What follows belongs to an exercise in optimizing a design on an open flow for small area and a short achievable clock period; a production flow would make more cautious choices. Where RTL was checked, it was by simulation tests only, not by an equivalence proof against the original. Function not checked in run 7: the RTL went through the layout flow alone. Power and IR drop assume default switching activity.

**flow/design.v**
```verilog
`default_nettype none
package prog_mem_ctrl_pkg;
    localparam int c_INST_W = 16;
endpackage
`default_nettype wire
`default_nettype none
module prog_byte_ram (
    input  logic        clk,
    input  logic        load,       
    input  logic        valid,      
    input  logic        phase,      
    input  logic [7:0]  waddr,      
    input  logic [7:0]  wdata,
    input  logic [6:0]  raddr,      
    output logic [15:0] rdata,      
    output logic [15:0] rdata_n     
);
    logic [2047:0] r_bits;      
    logic [2047:0] w_next;
    always_ff @(posedge clk) begin
        r_bits <= w_next;
    end
    logic [7:0]   r_stage;      
    logic [15:0]  w_whi;        
    logic [15:0]  w_whi_n;
    logic [7:0]   w_wlo;        
    logic [7:0]   w_wlo_v_n;    
    logic [127:0] w_we;         
    logic [127:0] w_keep;       
    logic [15:0]  w_wdata_x;    
    always_ff @(posedge clk) begin
        if (!waddr[0]) r_stage <= wdata;
    end
    always_comb begin
        for (int j = 0; j < 16; j++) begin
            w_whi[j]   = load && (waddr[7:4] == 4'(j));
            w_whi_n[j] = !(load && (waddr[7:4] == 4'(j)));
        end
        for (int k = 0; k < 8; k++) begin
            w_wlo[k]     = (waddr[3:1] == 3'(k));
            w_wlo_v_n[k] = !(valid && waddr[0] && (waddr[3:1] == 3'(k)));
        end
    end
    assign w_wdata_x = {wdata, r_stage} ^ {16{phase}};
    for (genvar w = 0; w < 128; w++) begin : g_wrow
        pmc_nor2  u_we   (.a(w_whi_n[w/8]), .b(w_wlo_v_n[w%8]), .y(w_we[w]));
        pmc_nand2 u_keep (.a(w_whi[w/8]),   .b(w_wlo[w%8]),     .y(w_keep[w]));
        for (genvar b = 0; b < 16; b++) begin : g_bit
            pmc_oai22 u_d (.a1(r_bits[16*w+b]), .a2(w_we[w]),
                           .b1(w_wdata_x[b]), .b2(w_keep[w]),
                           .y(w_next[16*w+b]));
        end
    end
    logic [7:0]   w_rhi;        
    logic [15:0]  w_rlo;        
    logic [127:0] w_wl_n;       
    always_comb begin
        for (int j = 0; j < 8; j++)  w_rhi[j] = (raddr[6:4] == 3'(j));
        for (int k = 0; k < 16; k++) w_rlo[k] = (raddr[3:0] == 4'(k));
    end
    for (genvar w = 0; w < 128; w++) begin : g_wl
        pmc_nand2 u_wl (.a(w_rhi[w/16]), .b(w_rlo[w%16]), .y(w_wl_n[w]));
    end
    for (genvar b = 0; b < 16; b++) begin : g_rbit
        logic [127:0] w_col;
        for (genvar w = 0; w < 128; w++) begin : g_col
            assign w_col[w] = r_bits[16*w + b];
        end
        pmc_sel128 u_sel (.wl_n(w_wl_n), .d(w_col), .y(rdata[b]), .y_n(rdata_n[b]));
    end
endmodule
module pmc_sel128 (
    input  logic [127:0] wl_n,
    input  logic [127:0] d,
    output logic         y,
    output logic         y_n
);
    logic [63:0] w_p1;          
    logic [31:0] w_n2;          
    logic [7:0]  w_p3;          
    logic [3:0]  w_n4;          
    for (genvar g = 0; g < 64; g++) begin : g_oai
        pmc_oai22 u_oai (.a1(wl_n[2*g]), .a2(d[2*g]), .b1(wl_n[2*g+1]), .b2(d[2*g+1]),
                         .y(w_p1[g]));
    end
    for (genvar g = 0; g < 32; g++) begin : g_nor
        pmc_nor2 u_nor (.a(w_p1[2*g]), .b(w_p1[2*g+1]), .y(w_n2[g]));
    end
    for (genvar g = 0; g < 8; g++) begin : g_nand
        pmc_nand4 u_nand (.a(w_n2[4*g]), .b(w_n2[4*g+1]), .c(w_n2[4*g+2]), .d(w_n2[4*g+3]),
                          .y(w_p3[g]));
    end
    for (genvar g = 0; g < 4; g++) begin : g_nor4
        pmc_nor2 u_nor (.a(w_p3[2*g]), .b(w_p3[2*g+1]), .y(w_n4[g]));
    end
    pmc_nand4 u_out   (.a(w_n4[0]), .b(w_n4[1]), .c(w_n4[2]), .d(w_n4[3]), .y(y_n));
    pmc_and4  u_out_p (.a(w_n4[0]), .b(w_n4[1]), .c(w_n4[2]), .d(w_n4[3]), .y(y));
endmodule
module pmc_nor2 (input logic a, input logic b, output logic y);
    assign y = !(a | b);
endmodule
module pmc_nand2 (input logic a, input logic b, output logic y);
    assign y = !(a & b);
endmodule
module pmc_nand4 (input logic a, input logic b, input logic c, input logic d, output logic y);
    assign y = !(a & b & c & d);
endmodule
module pmc_and4 (input logic a, input logic b, input logic c, input logic d, output logic y);
    assign y = a & b & c & d;
endmodule
module pmc_a221o (input logic a1, input logic a2, input logic b1, input logic b2,
                  input logic c1, output logic y);
    assign y = (a1 & a2) | (b1 & b2) | c1;
endmodule
module pmc_oai22 (input logic a1, input logic a2, input logic b1, input logic b2, output logic y);
    assign y = !((a1 | a2) & (b1 | b2));
endmodule
`default_nettype wire
`default_nettype none
module pmc_inv (input logic a, output logic y);
    assign y = !a;
endmodule
module pmc_a21oi (input logic a1, input logic a2, input logic b1, output logic y);
    assign y = !((a1 & a2) | b1);
endmodule
`default_nettype wire
`default_nettype none
module prog_mem_ctrl (
    input  logic        clk,
    input  logic        rst,
    input  logic        load_start,
    input  logic        load_valid,
    input  logic [7:0]  load_byte,
    output logic        load_ready,
    input  logic        load_end,
    output logic [8:0]  load_count,
    input  logic        fetch_req,
    input  logic [15:0] fetch_addr,
    output logic        fetch_ready,
    output logic        fetch_valid,
    output logic [15:0] fetch_inst,
    output logic        fetch_err
);
    logic        r_idle;
    logic        r_load;
    logic        r_resp;
    logic [7:0]  r_wptr;
    logic [8:0]  r_load_count;
    logic        r_phase;      
    logic [15:0] r_inst_pre;   
    logic        r_err_pre;    
    logic [15:0] r_inst_hold_n;   
    logic        r_err_hold_n;
    logic        w_wr_en;
    logic        w_last;
    logic [8:0]  w_wptr_next;
    logic [15:0] w_rdata;      
    logic [15:0] w_rdata_n;
    logic        w_sel_p0;     
    logic        w_sel_p1;     
    logic [15:0] w_keep_pre;   
    logic [15:0] w_pre_next;
    logic        w_err;
    logic        w_take_fetch;
    logic        w_rst_n;      
    assign w_wr_en = r_load && load_valid;
    assign w_wptr_next = {1'b0, r_wptr} + {8'd0, w_wr_en};
    assign w_last      = w_wptr_next[8];
    prog_byte_ram u_ram (
        .clk   (clk),
        .load  (r_load),
        .valid (load_valid),
        .phase (r_phase),
        .waddr (r_wptr),
        .wdata (load_byte),
        .raddr (fetch_addr[7:1]),
        .rdata   (w_rdata),
        .rdata_n (w_rdata_n)
    );
    assign w_err = fetch_addr[0] || (|fetch_addr[15:8]) ||
                   ({1'b0, fetch_addr[7:1]} >= r_load_count[8:1]);
    assign w_take_fetch = r_idle && !load_start && fetch_req;
    assign w_sel_p0   = w_rst_n && w_take_fetch && !w_err && !r_phase;
    assign w_sel_p1   = w_rst_n && w_take_fetch && !w_err &&  r_phase;
    assign w_keep_pre = {16{w_rst_n && !w_take_fetch}} & r_inst_pre;
    for (genvar b = 0; b < 16; b++) begin : g_pre
        pmc_a221o u_pre (.a1(w_sel_p0), .a2(w_rdata[b]), .b1(w_sel_p1), .b2(w_rdata_n[b]),
                         .c1(w_keep_pre[b]), .y(w_pre_next[b]));
    end
    assign load_ready  = r_load;
    assign fetch_ready = r_idle;
    assign fetch_valid = r_resp && !rst;
    logic [16:0] w_pre_sel_n;
    for (genvar b = 0; b < 17; b++) begin : g_omux
        if (b < 16) begin : g_inst
            pmc_nor2  u_nor (.a(rst), .b(r_inst_pre[b]), .y(w_pre_sel_n[b]));
            pmc_a21oi u_out (.a1(rst), .a2(r_inst_hold_n[b]), .b1(w_pre_sel_n[b]),
                             .y(fetch_inst[b]));
        end else begin : g_err
            pmc_nor2  u_nor (.a(rst), .b(r_err_pre), .y(w_pre_sel_n[b]));
            pmc_a21oi u_out (.a1(rst), .a2(r_err_hold_n), .b1(w_pre_sel_n[b]),
                             .y(fetch_err));
        end
    end
    pmc_inv  u_rst_n   (.a(rst), .y(w_rst_n));
    assign load_count  = r_load_count;
    always_ff @(posedge clk) begin
        r_inst_pre <= w_pre_next;
    end
    always_ff @(posedge clk) begin
        if (load_start && r_idle) begin
            r_wptr <= '0;
        end else begin
            r_wptr <= w_wptr_next[7:0];
        end
        if (!w_rst_n) begin
            r_idle       <= 1'b1;
            r_load       <= 1'b0;
            r_resp       <= 1'b0;
            r_load_count <= '0;
            r_phase      <= 1'b0;
            r_err_pre    <= 1'b0;
            r_inst_hold_n <= '1;
            r_err_hold_n  <= 1'b1;
        end else begin
            r_idle <= (r_idle && !load_start && !fetch_req) || r_resp ||
                      (r_load && (load_end || w_last));
            r_load <= (r_idle && load_start) || (r_load && !load_end && !w_last);
            r_resp <= w_take_fetch;
            r_phase <= !r_phase;
            if (r_load && (load_end || w_last)) begin
                r_load_count <= w_wptr_next;
            end
            r_inst_hold_n <= ~r_inst_pre;
            r_err_hold_n  <= ~r_err_pre;
            if (w_take_fetch) begin
                r_err_pre  <= w_err;
            end
        end
    end
endmodule
`default_nettype wire
```
**flow/flow/run.sh**
```bash
#!/bin/bash
# Layout flow: the standard ORFS flow (standard.sh) with two changes:
#  - clock tree synthesis without dummy loads, clusters of at most 16 sinks
#    within 50 um, clkbuf_8 buffers;
#  - the reset input and the fetch response outputs placed as one pin group
#    (flow/io.tcl), since reset acts on those outputs within the cycle.
# Each tool's output goes to its ORFS log under orfs/logs/; make's own output
# goes to make_finish.log in the work folder.
set -euo pipefail
cd "$(dirname "$0")/.."
CTS="-sink_clustering_enable -repair_clock_nets -dont_use_dummy_load"
CTS="$CTS -sink_clustering_size 16 -sink_clustering_max_diameter 50"
CTS="$CTS -buf_list sky130_fd_sc_hd__clkbuf_8"
bash standard.sh "CTS_ARGS=$CTS" "IO_CONSTRAINTS=$PWD/flow/io.tcl" finish > make_finish.log 2>&1
```
**flow/flow/io.tcl**
```tcl
# Keep the reset input and the fetch response outputs next to each other.
set_io_pin_constraint -group -order -pin_names {rst fetch_valid fetch_err fetch_inst[0] fetch_inst[1] fetch_inst[2] fetch_inst[3] fetch_inst[4] fetch_inst[5] fetch_inst[6] fetch_inst[7] fetch_inst[8] fetch_inst[9] fetch_inst[10] fetch_inst[11] fetch_inst[12] fetch_inst[13] fetch_inst[14] fetch_inst[15]}
```
**flow/standard.sh**
```bash
#!/bin/bash
# synth_recipe.tcl (not shown) runs the flow's synth.tcl, then flattens the netlist and writes it again
# the make line also repeats each setting of config.mk as NAME=value (left out here)
make -C /OpenROAD-flow-scripts/flow DESIGN_CONFIG=/design/flow/config.mk WORK_HOME=/design/flow/orfs CLKGATE_MAP_FILE= SYNTH_SCRIPT=/design/flow/synth_recipe.tcl "${@:-finish}"
```
**flow/config.mk**
```make
export PLATFORM = sky130hd
export DESIGN_NAME = prog_mem_ctrl
export DESIGN_NICKNAME = prog_mem_ctrl
export VERILOG_FILES = /design/flow/design.v
export SDC_FILE = /design/flow/constraint.sdc
export NUM_CORES = 4
export LEC_CHECK = 0
export CAP_MARGIN = 20
export CORE_MARGIN = 2
export CORE_UTILIZATION = 55
export SETUP_SLACK_MARGIN = 3.85
export SLEW_MARGIN = 20
export SYNTH_HIERARCHICAL = 1
```
**flow/constraint.sdc**
```tcl
create_clock -name core_clock -period 7.0 [get_ports {clk}]
set_input_delay 1.4000 -clock core_clock [delete_from_list [all_inputs] [get_ports {clk}]]
set_output_delay 1.4000 -clock core_clock [all_outputs]
set_load 0.01 [all_outputs]
```
==> flow_summary.toml, run 1 <==
[outcome]
status = "timing/DRC/antenna clean"

[drt]
drt_first_pass_iters = 9
drc_errors = 0
postRouteAntennaNets = 0
vias_per_cell = 7.49
via_count = 65000
wl_um = 283000
wl_per_cell_um = 32.6
drt_iter0_markers = 9987

[worst_hold_path]
hold_path.class = "reg2reg"

[setup_path]
cp-end-kind = "output port"
path_buf_inv = 3
cp_top_family = "buffers and inverters"
slowest_delay_ps = 260
arrival_ps = 2190
start_kind = "primary input"
critical_path_class = "in2out"
crit_required_ps = 5600
crit_chain = "buf_16, clkbuf_16, nor2_2, a21oi_4, buf_6"
crit_slowest_cell = "a21oi_4"
worstPathMaxFanout = 7

[pwr]
power.switching_mw = 5.26
vdd_drop_max_uv = 366
switching_share = 0.264
pwr-share-clk = 0.300
pwr-share-seq = 0.609
comb_power_share = 0.091
pwr_density_cell_nw_per_um2 = 256
leakage_nw = 28.5
p_int_mw = 14.7

[grt]
grt_max_degree = 129
track_usage = 0.423
first_global_vias = 57700
grt_pass1_wl_um = 399000
antenna_found_initial = 15
grt-ovfl-total = 0

[synthesis]
synth_edf_count = 8
yosys.area_share.simple = 0.0822
async_flop_share = 0
synthesis.nets = 6638
yosys_register_bits = 2111
synth_mux_area_frac = 0
ys_seq_area_frac = 0.622
synth_xor_area_frac = 0.00283
ys_warn_count = 8
syn_area_per_cell_um2 = 10.3
synth_top_family_by_area = "compound AO/OA/AOI/OAI gates"
synth_area_um2 = 68000
netlist_instances = 6599
synth_compound_area_frac = 0.289
synthAdderAreaFrac = 0.00166
synth.distinct_cells = 49
ys.flop_type = "dfxtp_1"

[sta]
finalSetupViolCount = 0
fin_crit_ps = 3590
fin_setup_tns_ps = 0
setup_ws_ps = 3410
max_freq_mhz = 278
clock_skew_ps = 68.9
rsz0062_at_grt = "yes"
slew_viol_final = 0
period_share = 0.513
timing.slew.headroom = 0.131
tightest_slew_ps = 1300
hold_viol = 0

[floorplan]
pin_count = 59
initial_core_util = 0.552
fp.dieW_um = 356
core_area_um2 = 123000
rows = 129
die-area_um2 = 126000
dieHeight_um = 356

[clock_tree]
cts_max_level = 4
cts_sinks = 2111
clockBufferDepth = 3
cts_tree = "built"
cts-root-buf = "clkbuf_8"
numCtsBuffers = 168
clock_latency_ps = 940
clk_pin_slew_ps = 90

[layout]
final_cells = 8680
nets = 7079
area_growth_syn_to_layout_pct = 14.5
layout-drive-gt1-share = 0.120
multi_input_area_um2 = 28100
regArea_um2 = 42400
fillers = 10300
fin_area_um2 = 77900

[placement]
post-dp-hpwl_um = 169000
dp_slack_ps = 957
port_buffers = 58
dpl.cell_count = 8382
post_dp_cell_area_um2 = 72100
gp_congestion = 0.948

[flow_run]
maxCapViolations = 0
==> synth_stat cells (6+ instances only) <==
cell | count | area, µm²
inv_1 | 9 | 33.8
a221o_1 | 16 | 160
o2bb2ai_1 | 6 | 52.6
nand4_1 | 144 | 901
nor2b_1 | 9 | 56.3
nand3_1 | 10 | 50.1
nand2b_1 | 7 | 43.8
xor2_1 | 18 | 158
dfxtp_1 | 2103 | 42100
and2_1 | 9 | 56.3
ha_1 | 9 | 113
nor2_1 | 773 | 2900
o22ai_1 | 3072 | 19200
and4_1 | 17 | 149
nand2_1 | 303 | 1140
a21oi_2 | 17 | 149
edfxtp_1 | 8 | 240
nor3_1 | 14 | 70.1
==> layout make-up <==
class / instances / share of cell area
inverters: 9 / 0.000434
repair buffers: 277 / 0.0384
flip-flops and latches: 2111 / 0.544
multi-input cells: 4473 / 0.361
well taps: 1637 / 0.0263
diodes: 5 / 0.000161
clock buffers: 168 / 0.0297
==> cell families after synthesis <==
| logic type | count (synthesis) |
|---|---|
| AO/OA/AOI/OAI | 3123 |
| XOR/XNOR | 22 |
| adder cells (fa/ha/maj) | 9 |
| buffers and inverters | 20 |
| flip-flops | 2111 |
| AND/OR/NAND/NOR | 1314 |
==> final timing paths <==
kind	start	slack, ps	end	cells past startpoint
worst max register to register	r_wptr[1]	3630	u_ram.r_bits[573]	5
worst max-delay path	rst	3410	fetch_inst[0]	5
worst min register to register	r_err_pre	440	r_err_hold_n	1
worst min-delay path	r_err_pre	440	r_err_hold_n	1
==> per-module statistics from Yosys, one instance, submodules excluded, excerpt <==
module	area (µm²)	flip-flops and latches
pmc_nand4	6.26	0
pmc_oai22	6.26	0
pmc_inv	3.75	0
pmc_nand2	3.75	0
pmc_a21oi	8.76	0
pmc_a221o	10.0	0
prog_mem_ctrl	1860	55
pmc_nor2	3.75	0
==> power by group through the flow <==
| stage | sequential [mW] | clock, mW | combinational (mW) |
|---|---|---|---|
| floorplan | 12.4 | 0 | 0.789 |
| global placement | 12.4 | 0 | 1.61 |
| detailed placement | 12.4 | 0 | 1.61 |
| CTS | 12.1 | 5.97 | 1.69 |
| global route | 12.1 | 6.42 | 1.81 |
| finish | 12.1 | 5.98 | 1.82 |
==> metal layers <==
| layer | share of wire | track usage | up-vias | routed length, µm |
|---|---|---|---|---|
| met1 | 0.40 | 0.598 | 31900 | 114000 |
| met4 | 0.053 | 0.203 | 14 | 15000 |
| met5 | 0.00028 | 0.00679 | - | 80 |
| met2 | 0.41 | 0.587 | 4563 | 117000 |
| li1 | - | - | 27700 | - |
| met3 | 0.13 | 0.124 | 802 | 37100 |
==> state kept, by name (all words and copies together) (netlist names) <==
register,flops
r_err_hold_n,1
r_phase,1
r_load,1
r_inst_hold_n,16
r_idle,1
r_inst_pre,16
u_ram.r_bits,2048
r_load_count,9
r_err_pre,1
r_wptr,8
u_ram.r_stage,8
r_resp,1
==> placed cells by master (no fill, tap or decap), types with 10 or more instances in the layout <==
cell and instances:
nor2_1 573, nor2_4 107, nor2_2 93, nand2_2 79, buf_12 34, nand2_1 172, nand2_8 18, a221o_1 16
o22ai_1 3064, a21oi_4 16, clkdlybuf4s50_1 21, clkbuf_8 168, buf_4 153, nand4_1 144, buf_6 32, buf_16 10
dfxtp_1 2092, nand2_4 39, and4_1 17, xor2_4 16
==> timing repair <==
item                                    in CTS  in global routing
resized for setup                          565                180
pin swaps                                   50                 38
hold buffers                                 0                  0
endpoints found under the setup margin    1387               1130
setup buffers                               43                 71
cloned                                       5                  6
==> worst reg2reg max path, cell delays in order (launching register included) <==
cell and delay, ps:
dfxtp_1 650, nor2b_1 490, and2_2 630, buf_4 510, nand2_1 620, o22ai_1 370
==> through the flow <==
step	power (mW)	utilization	hold slack (ps)
after floorplan	13.2	-	368
after global placement	14.0	0.584	386
after detailed placement	14.0	0.585	377
after CTS	19.8	0.619	420
after global routing	20.4	0.632	449
final	19.9	0.633	437
==> inputs of run 2 (changes only) <==
--- a/flow/config.mk
+++ b/flow/config.mk
@@ -7,7 +7,7 @@
 export LEC_CHECK = 0
 export CAP_MARGIN = 20
 export CORE_MARGIN = 2
-export CORE_UTILIZATION = 55
-export SETUP_SLACK_MARGIN = 3.85
+export CORE_UTILIZATION = 60
+export SETUP_SLACK_MARGIN = 4.0
 export SLEW_MARGIN = 20
 export SYNTH_HIERARCHICAL = 1
==> run 2 against run 1 <==
Effect of this change:
- clock skew down 1.0 ps
- area after synthesis stayed put
- setup slack worse by 92 ps
- power barely moved
- maximum frequency fell by 2.5%
- clock-buffer cell count is 3 lower
- critical path depth unchanged
- critical path type unchanged
- worst hold slack lost 20 ps
- cell count is 2.1% lower
- clock power down 1%
- cell area up 0.89%
- critical endpoint is now fetch_inst[6]
- utilization up 6.6 points
==> flow_summary.toml, run 2 <==
[outcome]
status = "timing/DRC/antenna clean"

[drt]
drt_iter0_markers = 11000
wl_per_cell_um = 33.2
vias_per_cell = 7.79
wl_um = 283000
drc_errors = 0
drt_first_pass_iters = 9
postRouteAntennaNets = 0
via_count = 66200

[grt]
track_usage = 0.462
first_global_vias = 58800
antenna_found_initial = 5
grt_max_degree = 129
grt-ovfl-total = 0
grt_pass1_wl_um = 403000

[clock_tree]
cts_max_level = 4
cts_tree = "built"
clk_pin_slew_ps = 80
clockBufferDepth = 3
numCtsBuffers = 165
cts_sinks = 2111
cts-root-buf = "clkbuf_8"
clock_latency_ps = 920

[setup_path]
crit_slowest_cell = "a21oi_4"
cp-end-kind = "output port"
r2r-end = "u_ram.r_bits[1056]"
crit-reg2reg-launch = "r_wptr[5]"
worstPathMaxFanout = 7
crit_required_ps = 5600
rrSetupSlack_ps = 3660
crit_path_frequent_cell = "buf_12"
start_kind = "primary input"
ff2ff_path_depth = 5
slowest_delay_ps = 250
crit_chain = "buf_12, buf_16, buf_12, a21oi_4, buf_2"
critical_path_class = "in2out"
arrival_ps = 2290

[synthesis]
synthesis.nets = 6638
synth.distinct_cells = 49
async_flop_share = 0
netlist_instances = 6599
synth_most_common_cell = "o22ai_1"
ys_seq_area_frac = 0.622
synth_common_cells = "o22ai_1 (3072), dfxtp_1 (2103), nor2_1 (773), nand2_1 (303), nand4_1 (144)"
synth_edf_count = 8
synth_top_area_frac = 0.619
syn_area_per_cell_um2 = 10.3
yosys.area.top_type = "dfxtp_1"
ys.flop_type = "dfxtp_1"
yosys_register_bits = 2111
synth_area_um2 = 68000
synth.top_cells.by_area = "dfxtp_1 (62%), o22ai_1 (28%), nor2_1 (4.3%)"
ys_warn_count = 8

[floorplan]
fp.dieW_um = 341
pin_count = 59
dieHeight_um = 341
rows = 123
die-area_um2 = 116000
core_area_um2 = 112000
initial_core_util = 0.605

[pwr]
vdd_drop_max_uv = 222
p_int_mw = 14.7
pwr-share-seq = 0.609
comb_power_share = 0.095
pwr-share-clk = 0.296
power.switching_mw = 5.29
pwr_density_cell_nw_per_um2 = 254
finalPower_mw = 19.9
leakage_nw = 29.2
switching_share = 0.265

[worst_hold_path]
hold_path.class = "reg2reg"
hp-start = "r_inst_pre[4]"
min_to = "r_inst_hold_n[4]"
min_path_cells = 1

[layout]
top_regs = "u_ram.r_bits (2048), r_inst_hold_n (16), r_inst_pre (16)"
final_cells = 8501
layout-drive-gt1-share = 0.132
layout_commonest_cell = "o22ai_1"
mostFrequentLayoutCells = "o22ai_1 (2999), dfxtp_1 (2091), nor2_1 (523)"
nets = 7036
area_growth_syn_to_layout_pct = 15.5
largest_reg_flops = 2048
largest-register = "u_ram.r_bits"

[sta]
tightest_slew_ps = 1150
clock_skew_ps = 67.8
finalSetupViolCount = 0
period_share = 0.526
max_freq_mhz = 271
timing.slew.headroom = 0.230
slew_viol_final = 0
rsz0062_at_grt = "yes"
fin_crit_ps = 3690
fin_setup_tns_ps = 0
hold_viol = 0

[flow_run]
maxCapViolations = 0

[placement]
post-dp-hpwl_um = 168000
port_buffers = 58
gp_congestion = 1.00
dpl.cell_count = 8234
==> run 2: cell counts after synthesis <==
Identical to the previous run, type by type.
==> run 2: worst max-delay path, delay by kind of cell <==
kind	cells	cell delay, ps
buf+inv	4	620
compound gates	1	250
==> run 2: metrics by stage <==
step	instance area, µm²	worst slack, ps	util	hold slack, ps
6_report	78600	3310	0.699	417
3_5_place_dp	71800	1430	0.638	383
2_1_floorplan	68400	3320	-	368
3_3_place_gp	71600	1350	0.637	384
4_1_cts	76900	3360	0.683	406
5_1_grt	78600	3330	0.698	420
==> run 2: repair_timing <==
item                                    4_1_cts  5_1_grt
pin swaps                                    58       70
gates cloned                                  8        5
resized for setup                           722      274
endpoints found under the setup margin     1935      970
hold buffers                                  0        0
buffers inserted                             51       32
==> run 2: metal layers <==
layer  vias up  global-route usage  share of wire
li1      27600                   -              -
met1     32400               0.641           0.38
met2      5260               0.636           0.41
met3       905               0.146           0.14
met4         4               0.259          0.064
met5         -                   0       0.000081
==> run 2: power by group through the flow <==
stage	Combinational [mW]	Clock (mW)	Sequential [mW]
2_1_floorplan	0.787	0	12.4
3_3_place_gp	1.59	0	12.4
3_5_place_dp	1.61	0	12.4
4_1_cts	1.74	5.86	12.1
5_1_grt	1.87	6.30	12.1
6_report	1.90	5.91	12.1
==> run 2: area by class of cell <==
cell class | instances | area, µm²
Sequential cell | 2111 | 42400
Fill cell | 8830 | 33900
Multi-Input combinational cell | 4475 | 29300
Timing Repair Buffer | 235 | 2770
Clock buffer | 165 | 2270
Tap cell | 1500 | 1880
Inverter | 9 | 33.8
Antenna cell | 6 | 15.0
==> run 2: cell families (layout without fill, tap and decap cells) <==
family	after synthesis	after routing	synth area share
AND/OR/NAND/NOR	1314	1319	0.0822
AO/OA/AOI/OAI	3123	3123	0.289
flip-flops	2111	2111	0.622
other	0	6	0
adder cells (fa/ha/maj)	9	9	0.00166
XOR/XNOR	22	24	0.00283
buffers and inverters	20	409	0.00134
==> run 2: worst max-delay path by stage <==
stage	start	endpoint	slack, ps	depth (start not counted)
2_1_floorplan	r_phase	u_ram.r_bits[0]	3320	3
6_report	rst	fetch_inst[6]	3310	5
4_1_cts	rst	fetch_inst[6]	3360	5
3_3_place_gp	fetch_addr[2]	r_inst_pre[5]	1350	10
3_5_place_dp	fetch_addr[2]	r_inst_pre[10]	1430	10
5_1_grt	rst	fetch_inst[6]	3330	5
==> run 2: per-module statistics from Yosys (local to each module, per instance), a selection <==
module / cells inside / area (µm²) / flops+latches
pmc_oai22: 1 / 6.26 / 0
pmc_nand2: 1 / 3.75 / 0
prog_byte_ram: 2176 / 41900 / 2056
pmc_a221o: 1 / 10.0 / 0
pmc_nand4: 1 / 6.26 / 0
pmc_and4: 1 / 8.76 / 0
prog_mem_ctrl: 180 / 1860 / 55
pmc_a21oi: 1 / 8.76 / 0
pmc_nor2: 1 / 3.75 / 0
pmc_inv: 1 / 3.75 / 0
==> inputs of run 3 (changes only) <==
--- a/flow/config.mk
+++ b/flow/config.mk
@@ -6,8 +6,9 @@
 export NUM_CORES = 4
 export LEC_CHECK = 0
 export CAP_MARGIN = 20
+export CORE_ASPECT_RATIO = 0.5
 export CORE_MARGIN = 2
-export CORE_UTILIZATION = 60
+export CORE_UTILIZATION = 55
 export SETUP_SLACK_MARGIN = 4.0
 export SLEW_MARGIN = 20
 export SYNTH_HIERARCHICAL = 1
==> run 3 against run 2 <==
Effect of this change:
- largest power group unchanged
- still clean on timing, DRC and antenna
- critical path depth up 8
- first-iteration DRC count up 2.4%
- utilization down 5.6 points
- clock-buffer cell count down 14
- via count down 0.19%
- clock power down 3%
==> flow_summary.toml, run 3 <==
[sta]
max_freq_mhz = 278
tightest_slew_ps = 1260
hold_viol = 0
timing.slew.headroom = 0.154
hold_ws_ps = 432
setup_ws_ps = 3410
fin_crit_ps = 3590
rsz0062_at_grt = "yes"
slew_viol_final = 0
finalSetupViolCount = 0
fin_setup_tns_ps = 0
clock_skew_ps = 105
period_share = 0.513

[clock_tree]
clk_pin_slew_ps = 110
cts-root-buf = "clkbuf_8"
cts_sinks = 2111
cts_tree = "built"
holdBufCountCts = 0
clock_latency_ps = 910
cts_max_level = 4
numCtsBuffers = 151
clockBufferDepth = 3

[layout]
layout_commonest_cell = "o22ai_1"
mostFrequentLayoutCells = "o22ai_1 (3023), dfxtp_1 (2091), nor2_1 (525)"
final_core_util = 0.642
layout-drive-gt1-share = 0.134
area_growth_syn_to_layout_pct = 16.1
largest-register = "u_ram.r_bits"
fin_area_um2 = 79000
nets = 7067
largest_reg_flops = 2048
top_regs = "u_ram.r_bits (2048), r_inst_hold_n (16), r_inst_pre (16)"

[worst_hold_path]
hold_path.class = "reg2reg"
min_path_cells = 1
min_to = "r_inst_hold_n[7]"
hp-start = "r_inst_pre[7]"

[floorplan]
die-area_um2 = 127000
core_area_um2 = 123000
pin_count = 59
rows = 91
fp.dieW_um = 501
dieHeight_um = 253
initial_core_util = 0.553

[setup_path]
crit_chain = "buf_12, nor3b_4, buf_12, buf_16, buf_12, buf_4, nand2_4, o22ai_1, nor2_2, nand4_1, nor2_4, nand4_1, a221o_1"
slowest_delay_ps = 830
rrSetupSlack_ps = 3840
arrival_ps = 4400
crit_slowest_cell = "nand4_1"
r2r-end = "u_ram.r_bits[1120]"
crit_path_frequent_cell = "buf_12"
cp-end-kind = "flop"
crit_required_ps = 7800
crit-reg2reg-launch = "r_wptr[7]"
worstPathMaxFanout = 5
startpoint = "fetch_addr[7]"
critical_path_class = "in2reg"
ff2ff_path_depth = 4
start_kind = "primary input"

[grt]
grt_pass1_wl_um = 407000
antenna_found_initial = 13
track_usage = 0.432
first_global_vias = 58700
grt_max_degree = 129
grt-ovfl-total = 0

[synthesis]
synth_top_area_frac = 0.619
ys.flop_type = "dfxtp_1"
ys_warn_count = 8
synth_most_common_cell = "o22ai_1"
async_flop_share = 0
synth_edf_count = 8
ys_seq_area_frac = 0.622
synth_top_family_by_area = "compound AO/OA/AOI/OAI gates"
synth_xor_area_frac = 0.00283
synth_common_cells = "o22ai_1 (3072), dfxtp_1 (2103), nor2_1 (773), nand2_1 (303), nand4_1 (144)"
synth_area_um2 = 68000
synth.top_cells.by_area = "dfxtp_1 (62%), o22ai_1 (28%), nor2_1 (4.3%)"
yosys.area_share.simple = 0.0822
synth.distinct_cells = 49
synth_compound_area_frac = 0.289
yosys.area.top_type = "dfxtp_1"
yosys_register_bits = 2111
synthesis.nets = 6638
syn_area_per_cell_um2 = 10.3
synthAdderAreaFrac = 0.00166
netlist_instances = 6599
synth_mux_area_frac = 0

[flow_run]
maxCapViolations = 0

[drt]
wl_um = 288000
vias_per_cell = 7.63
drt_first_pass_iters = 11
wl_per_cell_um = 33.3
via_count = 66100
postRouteAntennaNets = 0
drc_errors = 0
drt_iter0_markers = 11200

[pwr]
pwr_density_cell_nw_per_um2 = 250
leakage_nw = 28.8
vdd_drop_max_uv = 234

[outcome]
status = "timing/DRC/antenna clean"

[placement]
post-dp-hpwl_um = 180000
post_dp_cell_area_um2 = 71800
port_buffers = 58
dp_slack_ps = 539
gp_congestion = 1.05
-- run 3: area by class of cell --
class | instances | area (µm²)
Inverter | 9 | 33.8
Timing Repair Buffer | 283 | 3420
Sequential cell | 2111 | 42400
Tap cell | 1627 | 2040
Multi-Input combinational cell | 4472 | 29000
Clock buffer | 151 | 2080
Antenna cell | 6 | 15.0
Fill cell | 9919 | 44000
-- run 3: layer usage --
metal  vias up  GRT usage  routed length, µm
met5         -   0.000761                303
met4         8      0.164              12800
met3       869      0.180              44600
met2      4939      0.587             115000
met1     32600      0.605             115000
li1      27700          -                  -
-- run 3: kinds of logic (layout without fill, tap and decap cells) --
family	count (synthesis)	in the layout
buffers and inverters	20	443
other	0	6
XOR/XNOR	22	23
flip-flops	2111	2111
AO/OA/AOI/OAI	3123	3123
adder cells (fa/ha/maj)	9	9
AND/OR/NAND/NOR	1314	1317
-- run 3: worst max-delay path, delay by kind of cell --
kind            cells  cell delay [ps]
simple gates        6             1880
buf+inv             5              670
compound gates      2              420
-- run 3: through the flow --
step,power (mW),std cells
after floorplan,13.2,6599
after global placement,14.0,8344
after detailed placement,14.0,8347
after CTS,19.6,8575
after global routing,20.2,8655
final,19.8,8659
-- run 3: worst max path at each step --
stage	end	slack (ps)	cells past startpoint
after CTS	fetch_inst[4]	3440	6
final	r_inst_pre[3]	3410	13
after global placement	r_inst_pre[0]	430	10
after detailed placement	r_inst_pre[0]	540	10
after global routing	fetch_inst[1]	3440	5
after floorplan	u_ram.r_bits[0]	3320	3
-- run 3: modules after synthesis, one instance, submodules excluded, excerpt --
module	cells inside	area (µm²)	times used	flops+latches
prog_byte_ram	2176	41900	1	2056
pmc_a221o	1	10.0	16	0
pmc_inv	1	3.75	1	0
prog_mem_ctrl	180	1860	1	55
pmc_a21oi	1	8.76	17	0
pmc_oai22	1	6.26	3072	0
pmc_and4	1	8.76	16	0
pmc_nand4	1	6.26	144	0
pmc_nor2	1	3.75	721	0
pmc_nand2	1	3.75	256	0
-- run 3: repair_timing --
item / in CTS / in global routing
buffers inserted: 70 / 77
gates cloned: 7 / 1
setup endpoints to repair: 2055 / 1686
resized for setup: 807 / 200
pin swaps: 134 / 116
-- run 3: power breakdown --
group          internal (mW)  leakage (nW)  switching, mW
logic                  0.466          8.42           1.44
registers               12.1          19.3         0.0501
clock network           1.94          1.09           3.81
total                   14.5          28.8           5.30
==> inputs of run 4 (changes only) <==
--- a/flow/config.mk
+++ b/flow/config.mk
@@ -6,7 +6,6 @@
 export NUM_CORES = 4
 export LEC_CHECK = 0
 export CAP_MARGIN = 20
-export CORE_ASPECT_RATIO = 0.5
 export CORE_MARGIN = 2
 export CORE_UTILIZATION = 55
 export SETUP_SLACK_MARGIN = 4.0
==> run 4 against run 3 <==
Effect of this change:
- cell count is 0.45% higher
- synthesized cell count unchanged
- setup slack gained 170 ps
- global-route usage down 1.1 points
- largest power group unchanged
- utilization shrank 0.46 points
- register-to-register slack worse by 60 ps
- sequential cell count is the same
- largest cell class unchanged
- clock power rose by 4.7%
==> flow_summary.toml, run 4 <==
[outcome]
status = "timing/DRC/antenna clean"

[setup_path]
critical_path_class = "in2out"
start_kind = "primary input"
crit-reg2reg-launch = "r_wptr[4]"
worstPathMaxFanout = 7
crit_required_ps = 5600
r2r-end = "u_ram.r_bits[376]"
arrival_ps = 2020
ff2ff_path_depth = 6
rrSetupSlack_ps = 3780
cp-end-kind = "output port"

[layout]
nets = 7096
layout-drive-gt1-share = 0.130
top_regs = "u_ram.r_bits (2048), r_inst_hold_n (16), r_inst_pre (16)"
largest_reg_flops = 2048
mostFrequentLayoutCells = "o22ai_1 (3042), dfxtp_1 (2095), nor2_1 (568)"
area_growth_syn_to_layout_pct = 15.5
layout_commonest_cell = "o22ai_1"
largest-register = "u_ram.r_bits"
fin_area_um2 = 78500
final_core_util = 0.638

[sta]
hold_viol = 0
tightest_slew_ps = 1120
clock_skew_ps = 63.6
slew_viol_final = 0
rsz0062_at_grt = "yes"
finalSetupViolCount = 0
period_share = 0.488
fin_crit_ps = 3420
fin_setup_tns_ps = 0
max_freq_mhz = 293
timing.slew.headroom = 0.253

[placement]
post_dp_cell_area_um2 = 72100
post-dp-hpwl_um = 171000
gp_congestion = 0.962
port_buffers = 58

[synthesis]
synth_most_common_cell = "o22ai_1"
async_flop_share = 0
synth_compound_area_frac = 0.289
yosys.area.top_type = "dfxtp_1"
synth_top_area_frac = 0.619
synthesis.nets = 6638
syn_area_per_cell_um2 = 10.3
synth_common_cells = "o22ai_1 (3072), dfxtp_1 (2103), nor2_1 (773), nand2_1 (303), nand4_1 (144)"
synth_mux_area_frac = 0
yosys_register_bits = 2111
synth_edf_count = 8
synth_top_family_by_area = "compound AO/OA/AOI/OAI gates"
ys.flop_type = "dfxtp_1"
synth.top_cells.by_area = "dfxtp_1 (62%), o22ai_1 (28%), nor2_1 (4.3%)"
yosys.area_share.simple = 0.0822
netlist_instances = 6599
synthAdderAreaFrac = 0.00166
ys_seq_area_frac = 0.622
synth_area_um2 = 68000
synth_xor_area_frac = 0.00283
synth.distinct_cells = 49
ys_warn_count = 8

[clock_tree]
cts-root-buf = "clkbuf_8"
cts_max_level = 4
numCtsBuffers = 172
clk_pin_slew_ps = 100
cts_tree = "built"
cts_sinks = 2111
holdBufCountCts = 0
clockBufferDepth = 3
clock_latency_ps = 960

[grt]
track_usage = 0.421
grt_max_degree = 129
antenna_found_initial = 4
grt_pass1_wl_um = 399000
grt-ovfl-total = 0
first_global_vias = 57800

[floorplan]
rows = 129
initial_core_util = 0.552
core_area_um2 = 123000
pin_count = 59
die-area_um2 = 126000
dieHeight_um = 356
fp.dieW_um = 356

[pwr]
leakage_nw = 28.8
vdd_drop_max_uv = 531
finalPower_mw = 20.0
pwr_density_cell_nw_per_um2 = 255

[drt]
vias_per_cell = 7.49
wl_per_cell_um = 32.4
drt_first_pass_iters = 9
drt_iter0_markers = 10100
drc_errors = 0
via_count = 65200
wl_um = 282000
postRouteAntennaNets = 0

[worst_hold_path]
hold_path.class = "reg2reg"
hp-start = "r_inst_pre[0]"
min_path_cells = 1
min_to = "r_inst_hold_n[0]"

[flow_run]
maxCapViolations = 0
[run 4: changes by cell type in the layout (fill, tap and decap cells not counted), moves of 8 or more]
cell,delta
buf_4,+45
o22ai_2,-13
buf_12,-20
buf_2,+10
o22ai_1,+19
nor2_4,-35
nand2_1,-11
nor2_2,-8
nor2_1,+43
clkbuf_8,+21
nand2_2,+17
buf_6,-19
[run 4: logic make-up (layout without fill, tap and decap cells)]
family                   after synthesis  count (layout)
buffers and inverters                 20             469
flip-flops                          2111            2111
AO/OA/AOI/OAI                       3123            3123
XOR/XNOR                              22              22
adder cells (fa/ha/maj)                9               9
other                                  0               6
AND/OR/NAND/NOR                     1314            1321
[run 4: cell type report]
type                       count  area [µm²]
antenna                        6        15.0
clock buffer                 172        2370
fill                       10200       44600
inverter                       9        33.8
multi-input combinational   4475       28600
sequential                  2111       42400
tap                         1637        2050
timing repair buffer         288        3130
[run 4: Yosys stat by module (local to each module, per instance), a selection]
module / area [µm²] / flip-flops and latches
prog_byte_ram: 41900 / 2056
prog_mem_ctrl: 1860 / 55
pmc_a221o: 10.0 / 0
pmc_a21oi: 8.76 / 0
pmc_and4: 8.76 / 0
pmc_nand4: 6.26 / 0
pmc_inv: 3.75 / 0
pmc_nor2: 3.75 / 0
pmc_nand2: 3.75 / 0
[run 4: layer usage]
layer,vias to the layer above,routed length [µm],track usage
li1,27800,-,-
met1,32100,112000,0.591
met2,4536,118000,0.594
met3,767,37200,0.128
met4,4,14100,0.191
met5,-,129,0.00679
[run 4: per-stage QoR]
stage                     hold WS, ps  setup WS (ps)  instances
final                             417           3580       8698
after CTS                         411           3630       8597
after global routing              439           3580       8693
after global placement            379           1280       8387
after detailed placement          385           1270       8391
after floorplan                   368           3320       6599
[run 4: how the worst max path moves through the flow]
stage                        startpoint               to  slack, ps  cells after the start
after floorplan                 r_phase  u_ram.r_bits[0]       3320                      3
after global placement    fetch_addr[1]    r_inst_pre[7]       1280                     11
after detailed placement  fetch_addr[1]    r_inst_pre[7]       1270                     11
after CTS                           rst   fetch_inst[15]       3630                      4
after global routing                rst   fetch_inst[14]       3580                      4
final                               rst   fetch_inst[14]       3580                      4
[run 4: worst max-delay path, stage by stage]
cell and delay (ps):
buf_16 130, nor2_2 50, a21oi_4 270, buf_6 160
[run 4: what timing repair did]
item                                    in CTS  in global routing
setup buffers                               28                 86
cloned                                       6                  9
endpoints found under the setup margin    1689               1355
pin swaps                                   38                 79
resized for setup                          613                252
[run 4: power by group]
group	internal (mW)	switching [mW]
combinational	0.454	1.39
clock	2.19	3.83
sequential	12.1	0.0640
total	14.7	5.28
==> inputs of run 5 (changes only) <==
--- a/flow/flow/run.sh
+++ b/flow/flow/run.sh
@@ -11,4 +11,4 @@
 CTS="-sink_clustering_enable -repair_clock_nets -dont_use_dummy_load"
 CTS="$CTS -sink_clustering_size 16 -sink_clustering_max_diameter 50"
 CTS="$CTS -buf_list sky130_fd_sc_hd__clkbuf_8"
-bash standard.sh "CTS_ARGS=$CTS" "IO_CONSTRAINTS=$PWD/flow/io.tcl" finish > make_finish.log 2>&1
+bash standard.sh "CTS_ARGS=$CTS" finish > make_finish.log 2>&1
removed: flow/flow/io.tcl
==> run 5 against run 4 <==
Effect of this change:
- sequential cell count unchanged
- first-iteration DRC count up 3.1%
- cell count is 0.21% lower
- die area unchanged
- worst hold slack got worse by 1.0 ps
- non-clock buffer count shrank 20
- largest cell class unchanged
- clock skew grew 11 ps
==> flow_summary.toml, run 5 <==
[synthesis]
synth_most_common_cell = "o22ai_1"
synth_area_um2 = 68000
synthesis.nets = 6638
synth_edf_count = 8
synth_common_cells = "o22ai_1 (3072), dfxtp_1 (2103), nor2_1 (773), nand2_1 (303), nand4_1 (144)"
syn_area_per_cell_um2 = 10.3
ys_seq_area_frac = 0.622
synth_top_area_frac = 0.619
synth.top_cells.by_area = "dfxtp_1 (62%), o22ai_1 (28%), nor2_1 (4.3%)"
ys_warn_count = 8
async_flop_share = 0
synth.distinct_cells = 49
ys.flop_type = "dfxtp_1"
yosys.area.top_type = "dfxtp_1"
yosys_register_bits = 2111
netlist_instances = 6599

[clock_tree]
numCtsBuffers = 178
cts_max_level = 4
clock_latency_ps = 950
clockBufferDepth = 3
cts_sinks = 2111
cts-root-buf = "clkbuf_8"
clk_pin_slew_ps = 90
cts_tree = "built"

[layout]
layout_commonest_cell = "o22ai_1"
largest-register = "u_ram.r_bits"
mostFrequentLayoutCells = "o22ai_1 (3028), dfxtp_1 (2091), nor2_1 (523)"
area_growth_syn_to_layout_pct = 16.4
largest_reg_flops = 2048
top_regs = "u_ram.r_bits (2048), r_inst_hold_n (16), r_inst_pre (16)"
layout-drive-gt1-share = 0.135
nets = 7080

[setup_path]
worstPathMaxFanout = 7
arrival_ps = 2060
crit_slowest_cell = "a21oi_4"
critical_path_class = "in2out"
cp-end-kind = "output port"
crit_required_ps = 5600
crit_chain = "buf_16, nor2_4, a21oi_4, buf_6"
slowest_delay_ps = 300
start_kind = "primary input"

[sta]
finalSetupViolCount = 0
hold_ws_ps = 416
fin_setup_tns_ps = 0
timing.slew.headroom = 0.178
tightest_slew_ps = 1230
period_share = 0.495
slew_viol_final = 0
hold_viol = 0
rsz0062_at_grt = "yes"
clock_skew_ps = 74.5
max_freq_mhz = 289
fin_crit_ps = 3460

[floorplan]
initial_core_util = 0.552
fp.dieW_um = 356
die-area_um2 = 126000
dieHeight_um = 356
core_area_um2 = 123000
rows = 129
pin_count = 59

[outcome]
status = "timing/DRC/antenna clean"

[drt]
drt_iter0_markers = 10400
wl_um = 286000
drc_errors = 0
postRouteAntennaNets = 0
drt_first_pass_iters = 8
vias_per_cell = 7.49
via_count = 65000
wl_per_cell_um = 33.0

[grt]
track_usage = 0.429
first_global_vias = 58400
antenna_found_initial = 9
grt_pass1_wl_um = 405000
grt_max_degree = 129
grt-ovfl-total = 0

[pwr]
leakage_nw = 29.3
vdd_drop_max_uv = 630
pwr_density_cell_nw_per_um2 = 255

[placement]
gp_congestion = 0.954
port_buffers = 58
post-dp-hpwl_um = 170000

[worst_hold_path]
hold_path.class = "reg2reg"

[flow_run]
maxCapViolations = 0
[run 5: cell counts after synthesis]
Identical to the previous run, type by type.
[run 5: worst paths after layout]
path / start / endpoint / slack (ps) / cells after the start
worst max-delay path: rst / fetch_inst[15] / 3540 / 4
worst min-delay path: r_inst_pre[2] / r_inst_hold_n[2] / 420 / 1
worst max register to register: r_wptr[5] / u_ram.r_bits[1703] / 3890 / 5
worst min register to register: r_inst_pre[2] / r_inst_hold_n[2] / 420 / 1
[run 5: per-layer routing]
layer | GRT usage | wire (µm) | vias up | part of all wire
li1 | - | - | 27700 | -
met1 | 0.597 | 115000 | 32200 | 0.40
met2 | 0.601 | 119000 | 4337 | 0.42
met3 | 0.139 | 37000 | 713 | 0.13
met4 | 0.205 | 15100 | 18 | 0.053
met5 | 0 | 254 | - | 0.00089
[run 5: timing repair]
item,in CTS,in global routing
gates cloned,7,5
setup buffers,51,62
resized for setup,728,266
endpoints found under the setup margin,1775,1051
hold buffers,0,0
pin swaps,57,96
[run 5: worst max-delay path, delay by kind of cell]
kind                   cells  cell delay [ps]
AO/OA/AOI/OAI              1              300
AND/OR/NAND/NOR            1               60
buffers and inverters      2              300
[run 5: kinds of logic after synthesis]
logic type / after synthesis / share of synthesized area
flip-flops: 2111 / 0.622
AND/OR/NAND/NOR: 1314 / 0.0822
adder cells (fa/ha/maj): 9 / 0.00166
AO/OA/AOI/OAI: 3123 / 0.289
XOR/XNOR: 22 / 0.00283
buffers and inverters: 20 / 0.00134
[run 5: where the power goes]
group / leakage, nW / internal, mW / switching, mW / total [mW]
clock network: 1.28 / 2.27 / 3.88 / 6.15
registers: 19.3 / 12.1 / 0.0438 / 12.1
logic: 8.69 / 0.467 / 1.43 / 1.90
[run 5: area by class of cell]
type	count	area, µm²
diodes	4	10.0
repair buffers	268	3090
fillers	10200	44000
multi-input cells	4473	29200
flip-flops and latches	2111	42400
clock buffers	178	2450
well taps	1637	2050
inverters	9	33.8
[run 5: modules after synthesis, one instance, submodules excluded, excerpt]
| module | cells inside | flops+latches | area (µm²) | copies in the design |
|---|---|---|---|---|
| pmc_a21oi | 1 | 0 | 8.76 | 17 |
| pmc_nand4 | 1 | 0 | 6.26 | 144 |
| prog_mem_ctrl | 180 | 55 | 1860 | 1 |
| pmc_and4 | 1 | 0 | 8.76 | 16 |
| prog_byte_ram | 2176 | 2056 | 41900 | 1 |
| pmc_oai22 | 1 | 0 | 6.26 | 3072 |
| pmc_a221o | 1 | 0 | 10.0 | 16 |
| pmc_nand2 | 1 | 0 | 3.75 | 256 |
| pmc_inv | 1 | 0 | 3.75 | 1 |
| pmc_nor2 | 1 | 0 | 3.75 | 721 |
[run 5: through the flow]
stage	setup WS [ps]	instance area, µm²	std cells	utilization	total power, mW
after floorplan	3320	68400	6599	-	13.2
after detailed placement	1230	72000	8373	0.584	14.0
after CTS	3570	77100	8609	0.626	20.0
after global routing	3570	79200	8677	0.643	20.6
after global placement	1200	71900	8368	0.584	14.0
final	3540	79200	8680	0.643	20.2
==> inputs of run 6 (changes only) <==
--- a/flow/flow/run.sh
+++ b/flow/flow/run.sh
@@ -11,4 +11,4 @@
 CTS="-sink_clustering_enable -repair_clock_nets -dont_use_dummy_load"
 CTS="$CTS -sink_clustering_size 16 -sink_clustering_max_diameter 50"
 CTS="$CTS -buf_list sky130_fd_sc_hd__clkbuf_8"
-bash standard.sh "CTS_ARGS=$CTS" finish > make_finish.log 2>&1
+bash standard.sh "CTS_ARGS=$CTS" "IO_CONSTRAINTS=$PWD/flow/io.tcl" finish > make_finish.log 2>&1
==> flow/flow/io.tcl (new file) <==
# Keep the fetch address inputs, the reset input and the fetch response
# outputs next to each other.
set_io_pin_constraint -group -order -pin_names {fetch_addr[0] fetch_addr[1] fetch_addr[2] fetch_addr[3] fetch_addr[4] fetch_addr[5] fetch_addr[6] fetch_addr[7] fetch_addr[8] fetch_addr[9] fetch_addr[10] fetch_addr[11] fetch_addr[12] fetch_addr[13] fetch_addr[14] fetch_addr[15] rst fetch_valid fetch_err fetch_inst[0] fetch_inst[1] fetch_inst[2] fetch_inst[3] fetch_inst[4] fetch_inst[5] fetch_inst[6] fetch_inst[7] fetch_inst[8] fetch_inst[9] fetch_inst[10] fetch_inst[11] fetch_inst[12] fetch_inst[13] fetch_inst[14] fetch_inst[15]}
==> run 6 against run 5 <==
Effect of this change:
- still clean
- first-iteration DRC count grew 7.7%
- area after synthesis is the same
- critical path depth grew 1
- worst hold slack is essentially flat
- die area is the same
- synthesized cell count is the same
- clock power shrank 2%
- clock skew shrank 17 ps
- routed wire length shrank 2.0%
- critical endpoint is now fetch_inst[7]
==> flow_summary.toml, run 6 <==
[synthesis]
ys.flop_type = "dfxtp_1"
synthesis.nets = 6638
ys_warn_count = 8
synth_edf_count = 8
synth.top_cells.by_area = "dfxtp_1 (62%), o22ai_1 (28%), nor2_1 (4.3%)"
synth_top_area_frac = 0.619
ys_seq_area_frac = 0.622
synth_most_common_cell = "o22ai_1"
netlist_instances = 6599
yosys.area.top_type = "dfxtp_1"
async_flop_share = 0
synth.distinct_cells = 49
synth_common_cells = "o22ai_1 (3072), dfxtp_1 (2103), nor2_1 (773), nand2_1 (303), nand4_1 (144)"
syn_area_per_cell_um2 = 10.3
yosys_register_bits = 2111
synth_area_um2 = 68000

[clock_tree]
holdBufCountCts = 0
cts_max_level = 4
clk_pin_slew_ps = 90
cts-root-buf = "clkbuf_8"
clockBufferDepth = 3
cts_tree = "built"
numCtsBuffers = 172
clock_latency_ps = 930
cts_sinks = 2111

[sta]
setup_ws_ps = 3290
timing.slew.headroom = 0.0865
fin_setup_tns_ps = 0
hold_ws_ps = 416
period_share = 0.531
slew_viol_final = 0
rsz0062_at_grt = "yes"
max_freq_mhz = 269
clock_skew_ps = 57.6
tightest_slew_ps = 1370
fin_crit_ps = 3710
hold_viol = 0
finalSetupViolCount = 0

[floorplan]
initial_core_util = 0.552
die-area_um2 = 126000
core_area_um2 = 123000
pin_count = 59
rows = 129
fp.dieW_um = 356
dieHeight_um = 356

[layout]
area_growth_syn_to_layout_pct = 15.1
multi_input_area_um2 = 28500
fillers = 10300
largest_reg_flops = 2048
largest-register = "u_ram.r_bits"
mostFrequentLayoutCells = "o22ai_1 (3064), dfxtp_1 (2091), nor2_1 (546)"
nets = 7063
layout_commonest_cell = "o22ai_1"
regArea_um2 = 42400
layout-drive-gt1-share = 0.124
top_regs = "u_ram.r_bits (2048), r_inst_hold_n (16), r_inst_pre (16)"

[grt]
antenna_found_initial = 11
grt_max_degree = 129
grt-ovfl-total = 0
grt_pass1_wl_um = 401000
track_usage = 0.423
first_global_vias = 57800

[drt]
postRouteAntennaNets = 0
via_count = 64800
drt_first_pass_iters = 13
wl_um = 280000
wl_per_cell_um = 32.4
drc_errors = 0
vias_per_cell = 7.47
drt_iter0_markers = 11200

[setup_path]
cp-end-kind = "output port"
rrSetupSlack_ps = 3790
crit_required_ps = 5600
worstPathMaxFanout = 7
arrival_ps = 2310
start_kind = "primary input"
critical_path_class = "in2out"
ff2ff_path_depth = 5

[pwr]
vdd_drop_max_uv = 429
pwr_density_cell_nw_per_um2 = 255
leakage_nw = 29.1

[outcome]
status = "timing/DRC/antenna clean"

[worst_hold_path]
min_path_cells = 1
hold_path.class = "reg2reg"

[placement]
dp_slack_ps = 1100
post-dp-hpwl_um = 169000
port_buffers = 58
gp_congestion = 0.964

[flow_run]
maxCapViolations = 0
[run 6: worst paths after layout]
check                startpoint                end
setup / recovery            rst      fetch_inst[7]
hold reg to reg   r_inst_pre[8]   r_inst_hold_n[8]
hold / removal    r_inst_pre[8]   r_inst_hold_n[8]
setup reg to reg      r_wptr[5]  u_ram.r_bits[615]
[run 6: cell type report]
cell class,instances,share of cell area
clock buffer,172,0.0302
inverter,9,0.000432
multi-input combinational,4472,0.364
timing repair buffer,258,0.0371
sequential,2111,0.541
tap,1637,0.0262
antenna,9,0.000288
[run 6: kinds of logic after synthesis]
group,share of synthesized area
AOI/OAI and AO/OA,0.289
xor gates and xnor gates,0.00283
adders and majority gates,0.00166
buffers and inverters,0.00134
DFF,0.622
and+or+nand+nor,0.0822
[run 6: per-stage QoR]
| stage | cells | power [mW] | util | cell area [µm²] |
|---|---|---|---|---|
| floorplan | 6599 | 13.2 | - | 68400 |
| global placement | 8383 | 14.0 | 0.584 | 72000 |
| detailed placement | 8385 | 14.0 | 0.585 | 72100 |
| CTS | 8624 | 19.9 | 0.625 | 77000 |
| global route | 8662 | 20.4 | 0.636 | 78300 |
| finish | 8668 | 20.0 | 0.636 | 78300 |
[run 6: layer usage]
layer / track usage / share of wire / up-vias
met3: 0.150 / 0.13 / 693
met1: 0.595 / 0.41 / 32000
met5: 0 / 0.00097 / -
li1: - / - / 27700
met4: 0.181 / 0.043 / 14
met2: 0.584 / 0.41 / 4321
[run 6: power breakdown]
| group | internal [mW] | total, mW | switching, mW |
|---|---|---|---|
| clock | 2.20 | 6.01 | 3.81 |
| sequential | 12.1 | 12.1 | 0.0545 |
| combinational | 0.460 | 1.86 | 1.40 |
| total | 14.7 | 20.0 | 5.27 |
[run 6: repair_timing]
item                                    in CTS  in global routing
pin swaps                                   49                 54
gates cloned                                 8                  2
setup buffers                               59                 33
endpoints found under the setup margin    1776                957
gates resized for setup                    689                189
[run 6: per-module statistics from Yosys (local to each module, per instance), a selection]
module | area (µm²) | times used | cells inside | flip-flops and latches
pmc_oai22 | 6.26 | 3072 | 1 | 0
pmc_a221o | 10.0 | 16 | 1 | 0
prog_mem_ctrl | 1860 | 1 | 180 | 55
pmc_a21oi | 8.76 | 17 | 1 | 0
pmc_nand2 | 3.75 | 256 | 1 | 0
pmc_nor2 | 3.75 | 721 | 1 | 0
pmc_inv | 3.75 | 1 | 1 | 0
[run 6: critical path: stages]
cell and delay [ps]:
buf_16 150, buf_12 170, nor2_1 80, a21oi_4 320, buf_6 160
==> inputs of run 7 (changes only) <==
--- a/flow/design.v
+++ b/flow/design.v
@@ -120,8 +120,8 @@
 module pmc_inv (input logic a, output logic y);
     assign y = !a;
 endmodule
-module pmc_a21oi (input logic a1, input logic a2, input logic b1, output logic y);
-    assign y = !((a1 & a2) | b1);
+module pmc_nand2b (input logic a_n, input logic b, output logic y);
+    assign y = !(!a_n & b);
 endmodule
 `default_nettype wire
 `default_nettype none
@@ -149,8 +149,8 @@
     logic        r_phase;      
     logic [15:0] r_inst_pre;   
     logic        r_err_pre;    
-    logic [15:0] r_inst_hold_n;   
-    logic        r_err_hold_n;
+    logic [15:0] r_inst_hold;     
+    logic        r_err_hold;
     logic        w_wr_en;
     logic        w_last;
     logic [8:0]  w_wptr_next;
@@ -190,18 +190,20 @@
     assign load_ready  = r_load;
     assign fetch_ready = r_idle;
     assign fetch_valid = r_resp && !rst;
-    logic [16:0] w_pre_sel_n;
+    logic [16:0] w_sel_hold_n;
+    logic [16:0] w_sel_pre_n;
+    logic [16:0] w_hold;
+    logic [16:0] w_pre;
+    logic [16:0] w_out;
+    assign w_hold = {r_err_hold, r_inst_hold};
+    assign w_pre  = {r_err_pre, r_inst_pre};
     for (genvar b = 0; b < 17; b++) begin : g_omux
-        if (b < 16) begin : g_inst
-            pmc_nor2  u_nor (.a(rst), .b(r_inst_pre[b]), .y(w_pre_sel_n[b]));
-            pmc_a21oi u_out (.a1(rst), .a2(r_inst_hold_n[b]), .b1(w_pre_sel_n[b]),
-                             .y(fetch_inst[b]));
-        end else begin : g_err
-            pmc_nor2  u_nor (.a(rst), .b(r_err_pre), .y(w_pre_sel_n[b]));
-            pmc_a21oi u_out (.a1(rst), .a2(r_err_hold_n), .b1(w_pre_sel_n[b]),
-                             .y(fetch_err));
-        end
-    end
+        pmc_nand2  u_hold (.a(rst), .b(w_hold[b]), .y(w_sel_hold_n[b]));
+        pmc_nand2b u_pre  (.a_n(rst), .b(w_pre[b]), .y(w_sel_pre_n[b]));
+        pmc_nand2  u_out  (.a(w_sel_hold_n[b]), .b(w_sel_pre_n[b]), .y(w_out[b]));
+    end
+    assign fetch_inst = w_out[15:0];
+    assign fetch_err  = w_out[16];
     pmc_inv  u_rst_n   (.a(rst), .y(w_rst_n));
     assign load_count  = r_load_count;
     always_ff @(posedge clk) begin
@@ -220,8 +222,8 @@
             r_load_count <= '0;
             r_phase      <= 1'b0;
             r_err_pre    <= 1'b0;
-            r_inst_hold_n <= '1;
-            r_err_hold_n  <= 1'b1;
+            r_inst_hold <= '0;
+            r_err_hold  <= 1'b0;
         end else begin
             r_idle <= (r_idle && !load_start && !fetch_req) || r_resp ||
                       (r_load && (load_end || w_last));
@@ -231,8 +233,8 @@
             if (r_load && (load_end || w_last)) begin
                 r_load_count <= w_wptr_next;
             end
-            r_inst_hold_n <= ~r_inst_pre;
-            r_err_hold_n  <= ~r_err_pre;
+            r_inst_hold <= r_inst_pre;
+            r_err_hold  <= r_err_pre;
             if (w_take_fetch) begin
                 r_err_pre  <= w_err;
             end
==> flow/flow/io.tcl (replaced) <==
# Keep the reset input and the fetch response outputs next to each other.
set_io_pin_constraint -group -order -pin_names {rst fetch_valid fetch_err fetch_inst[0] fetch_inst[1] fetch_inst[2] fetch_inst[3] fetch_inst[4] fetch_inst[5] fetch_inst[6] fetch_inst[7] fetch_inst[8] fetch_inst[9] fetch_inst[10] fetch_inst[11] fetch_inst[12] fetch_inst[13] fetch_inst[14] fetch_inst[15]}
==> run 7 against run 6 <==
Effect of this change:
- cell area increased by 4.8%
- die area rose by 0.15%
- maximum frequency is 3.9% higher
- critical endpoint is now fetch_inst[11]
- critical path type unchanged
- critical path depth grew 1
- worst hold slack better by 28 ps
- routed wire length rose by 5.8%
==> flow_summary.toml, run 7 <==
[sta]
fin_setup_tns_ps = 0
hold_viol = 0
timing.slew.headroom = 0.173
setup_ws_ps = 3420
tightest_slew_ps = 1240
fin_crit_ps = 3580
rsz0062_at_grt = "yes"
max_freq_mhz = 280
clock_skew_ps = 79.1
period_share = 0.511
finalSetupViolCount = 0
slew_viol_final = 0

[pwr]
comb_power_share = 0.097
pwr_density_cell_nw_per_um2 = 246
leakage_nw = 30.2
pwr-share-seq = 0.601
power.switching_mw = 5.39
vdd_drop_max_uv = 563
switching_share = 0.267
finalPower_mw = 20.2
pwr-share-clk = 0.301
p_int_mw = 14.8

[placement]
dpl.cell_count = 8399
gp_congestion = 1.03
post-dp-hpwl_um = 173000
dp_slack_ps = 1140
post_dp_cell_area_um2 = 72300
port_buffers = 58

[floorplan]
initial_core_util = 0.552
pin_count = 59
rows = 129
die-area_um2 = 127000
fp.dieW_um = 356
dieHeight_um = 356
core_area_um2 = 123000

[layout]
top_regs = "u_ram.r_bits (2048), r_inst_hold (16), r_inst_pre (16)"
area_growth_syn_to_layout_pct = 20.4
nets = 7237
final_cells = 8837
largest_reg_flops = 2048
layout_commonest_cell = "o22ai_1"
fillers = 9864
mostFrequentLayoutCells = "o22ai_1 (2938), dfxtp_1 (2092), nor2_1 (477)"
layout-drive-gt1-share = 0.169
fin_area_um2 = 82000
largest-register = "u_ram.r_bits"

[clock_tree]
cts_sinks = 2111
clockBufferDepth = 3
cts_tree = "built"
clock_latency_ps = 950
clk_pin_slew_ps = 60
numCtsBuffers = 173
cts-root-buf = "clkbuf_8"
cts_max_level = 4
holdBufCountCts = 0

[drt]
postRouteAntennaNets = 0
via_count = 66700
drc_errors = 0
wl_um = 297000
drt_iter0_markers = 10500
wl_per_cell_um = 33.6
vias_per_cell = 7.54
drt_first_pass_iters = 8

[grt]
first_global_vias = 59400
grt_max_degree = 129
track_usage = 0.437
grt-ovfl-total = 0
grt_pass1_wl_um = 412000
antenna_found_initial = 7

[synthesis]
synth.top_cells.by_area = "dfxtp_1 (62%), o22ai_1 (28%), nor2_1 (4.1%)"
netlist_instances = 6615
synth_edf_count = 8
async_flop_share = 0
yosys.area.top_type = "dfxtp_1"
synth_most_common_cell = "o22ai_1"
ys_seq_area_frac = 0.622
synth_common_cells = "o22ai_1 (3072), dfxtp_1 (2103), nor2_1 (740), nand2_1 (320), nand4_1 (144)"
yosys_register_bits = 2111
ys.flop_type = "dfxtp_1"
synthesis.nets = 6654
synth_area_um2 = 68100
synth_top_area_frac = 0.618
synth.distinct_cells = 47
syn_area_per_cell_um2 = 10.3
ys_warn_count = 8

[setup_path]
arrival_ps = 2180
start_kind = "primary input"
worstPathMaxFanout = 8
cp-end-kind = "output port"
crit_required_ps = 5600
ff2ff_path_depth = 4
critical_path_class = "in2out"

[worst_hold_path]
hold_path.class = "reg2reg"
min_path_cells = 1

[outcome]
status = "timing/DRC/antenna clean"

[flow_run]
maxCapViolations = 0
-- run 7: cell count changes after synthesis, moves of 16 or more --
| cell | change |
|---|---|
| nor2b_1 | +16 |
| a21oi_2 | -17 |
| and2_1 | +17 |
| nand2b_1 | +17 |
| nand2_1 | +17 |
| nor2_1 | -33 |
-- run 7: logic make-up (layout without fill, tap and decap cells) --
logic type | count (synthesis) | in the layout | synth area share
AND/OR/NAND/NOR | 1348 | 1363 | 0.0858
buffers and inverters | 19 | 583 | 0.00129
AO/OA/AOI/OAI | 3106 | 3106 | 0.287
adder cells (fa/ha/maj) | 9 | 9 | 0.00165
flip-flops | 2111 | 2111 | 0.622
XOR/XNOR | 22 | 24 | 0.00283
other | 0 | 4 | 0
-- run 7: modules after synthesis (local to each module, per instance), a selection --
module	cells	copies in the design	flops+latches
prog_mem_ctrl	179	1	55
pmc_nand2b	1	17	0
pmc_nor2	1	704	0
pmc_a221o	1	16	0
prog_byte_ram	2176	1	2056
pmc_nand2	1	290	0
-- run 7: timing repair --
item	in CTS	in global routing
endpoints found under the setup margin	1498	1425
gates resized for setup	798	445
gates cloned	13	11
pin swaps	92	185
buffers inserted	76	161
-- run 7: critical path: stages --
cell	delay [ps]
buf_16	130
buf_12	150
buf_6	120
nand2b_4	150
nand2_8	100
buf_6	110
-- run 7: metrics by stage --
step | hold slack [ps] | util
6_report | 444 | 0.665
4_1_cts | 445 | 0.634
3_5_place_dp | 437 | 0.587
3_3_place_gp | 429 | 0.585
2_1_floorplan | 409 | -
5_1_grt | 454 | 0.665
-- run 7: cell type report --
| class | instances | area (µm²) | share of cell area |
|---|---|---|---|
| Multi-Input combinational cell | 4502 | 30500 | 0.372 |
| Clock buffer | 173 | 2380 | 0.0290 |
| Tap cell | 1637 | 2050 | 0.0250 |
| Antenna cell | 4 | 10.0 | 0.000122 |
| Timing Repair Buffer | 401 | 4690 | 0.0571 |
| Sequential cell | 2111 | 42400 | 0.516 |
| Inverter | 9 | 33.8 | 0.000412 |
-- run 7: path summary, 6_finish.rpt --
path | slack [ps] | endpoint | start
worst max register to register | 3790 | u_ram.r_bits[798] | r_wptr[6]
worst min-delay path | 440 | u_ram.r_bits[240] | u_ram.r_bits[240]
worst min register to register | 440 | u_ram.r_bits[240] | u_ram.r_bits[240]
worst max-delay path | 3420 | fetch_inst[11] | rst
-- run 7: power by group through the flow --
stage                     Clock, mW  Combinational [mW]  Sequential [mW]
after floorplan                   0               0.782             12.4
after global placement            0                1.62             12.4
after detailed placement          0                1.63             12.4
after CTS                      6.06                1.76             12.1
after global routing           6.49                1.94             12.1
final                          6.07                1.96             12.1
-- run 7: per-layer routing --
metal | GRT usage | wire, µm | vias up
met5 | 0.00302 | 97 | -
met4 | 0.210 | 17700 | 8
met3 | 0.162 | 43700 | 863
met2 | 0.600 | 120000 | 4822
met1 | 0.602 | 115000 | 32900
li1 | - | - | 28000

==> port drivers added, routing unchanged <==
In the flow no input, the clock included, has a driving cell. The finished layouts below were timed again as built, in two steps.
Step 1, drivers: a clkbuf_16 drives clk and a buf_2 each remaining input, both assumed.
Step 2, shift: input delay + t, output delay - t, t = (earliest + latest rising clock arrival at the registers) / 2. This alone moves slack from input paths to output paths.
Slacks: ideal / step 1 / step 2; pairs: ideal / step 1.
| run | t (ns) | slack for setup (ns) | hold WS [ns] | worst setup path at the end | worst register clock-pin slew, ns |
|---|---|---|---|---|---|
| run 1 | 0.989 | 3.406 / 3.149 / 2.609 | 0.437 / 0.437 / 0.437 | input to register | 0.11 / 0.11 |
| run 2 | 0.957 | 3.315 / 3.269 / 2.923 | 0.417 / 0.417 / 0.417 | input to register | 0.11 / 0.11 |
| run 3 | 0.949 | 3.407 / 3.348 / 2.496 | 0.432 / 0.432 / 0.432 | input to register | 0.11 / 0.11 |
| run 4 | 0.998 | 3.582 / 3.034 / 2.849 | 0.417 / 0.417 / 0.417 | input to register | 0.10 / 0.10 |
| run 5 | 0.987 | 3.535 / 2.940 / 2.766 | 0.416 / 0.416 / 0.416 | input to register | 0.11 / 0.11 |
| run 6 | 0.996 | 3.286 / 3.200 / 2.845 | 0.416 / 0.416 / 0.416 | input to register | 0.11 / 0.11 |
| run 7 | 0.994 | 3.424 / 3.363 / 2.774 | 0.444 / 0.444 / 0.444 | input to register | 0.11 / 0.11 |
After both steps setup and hold are still met in every run listed. The setup slack of run 3, which loses most, moves by -0.059 ns with the drivers and by -0.911 ns with both steps.
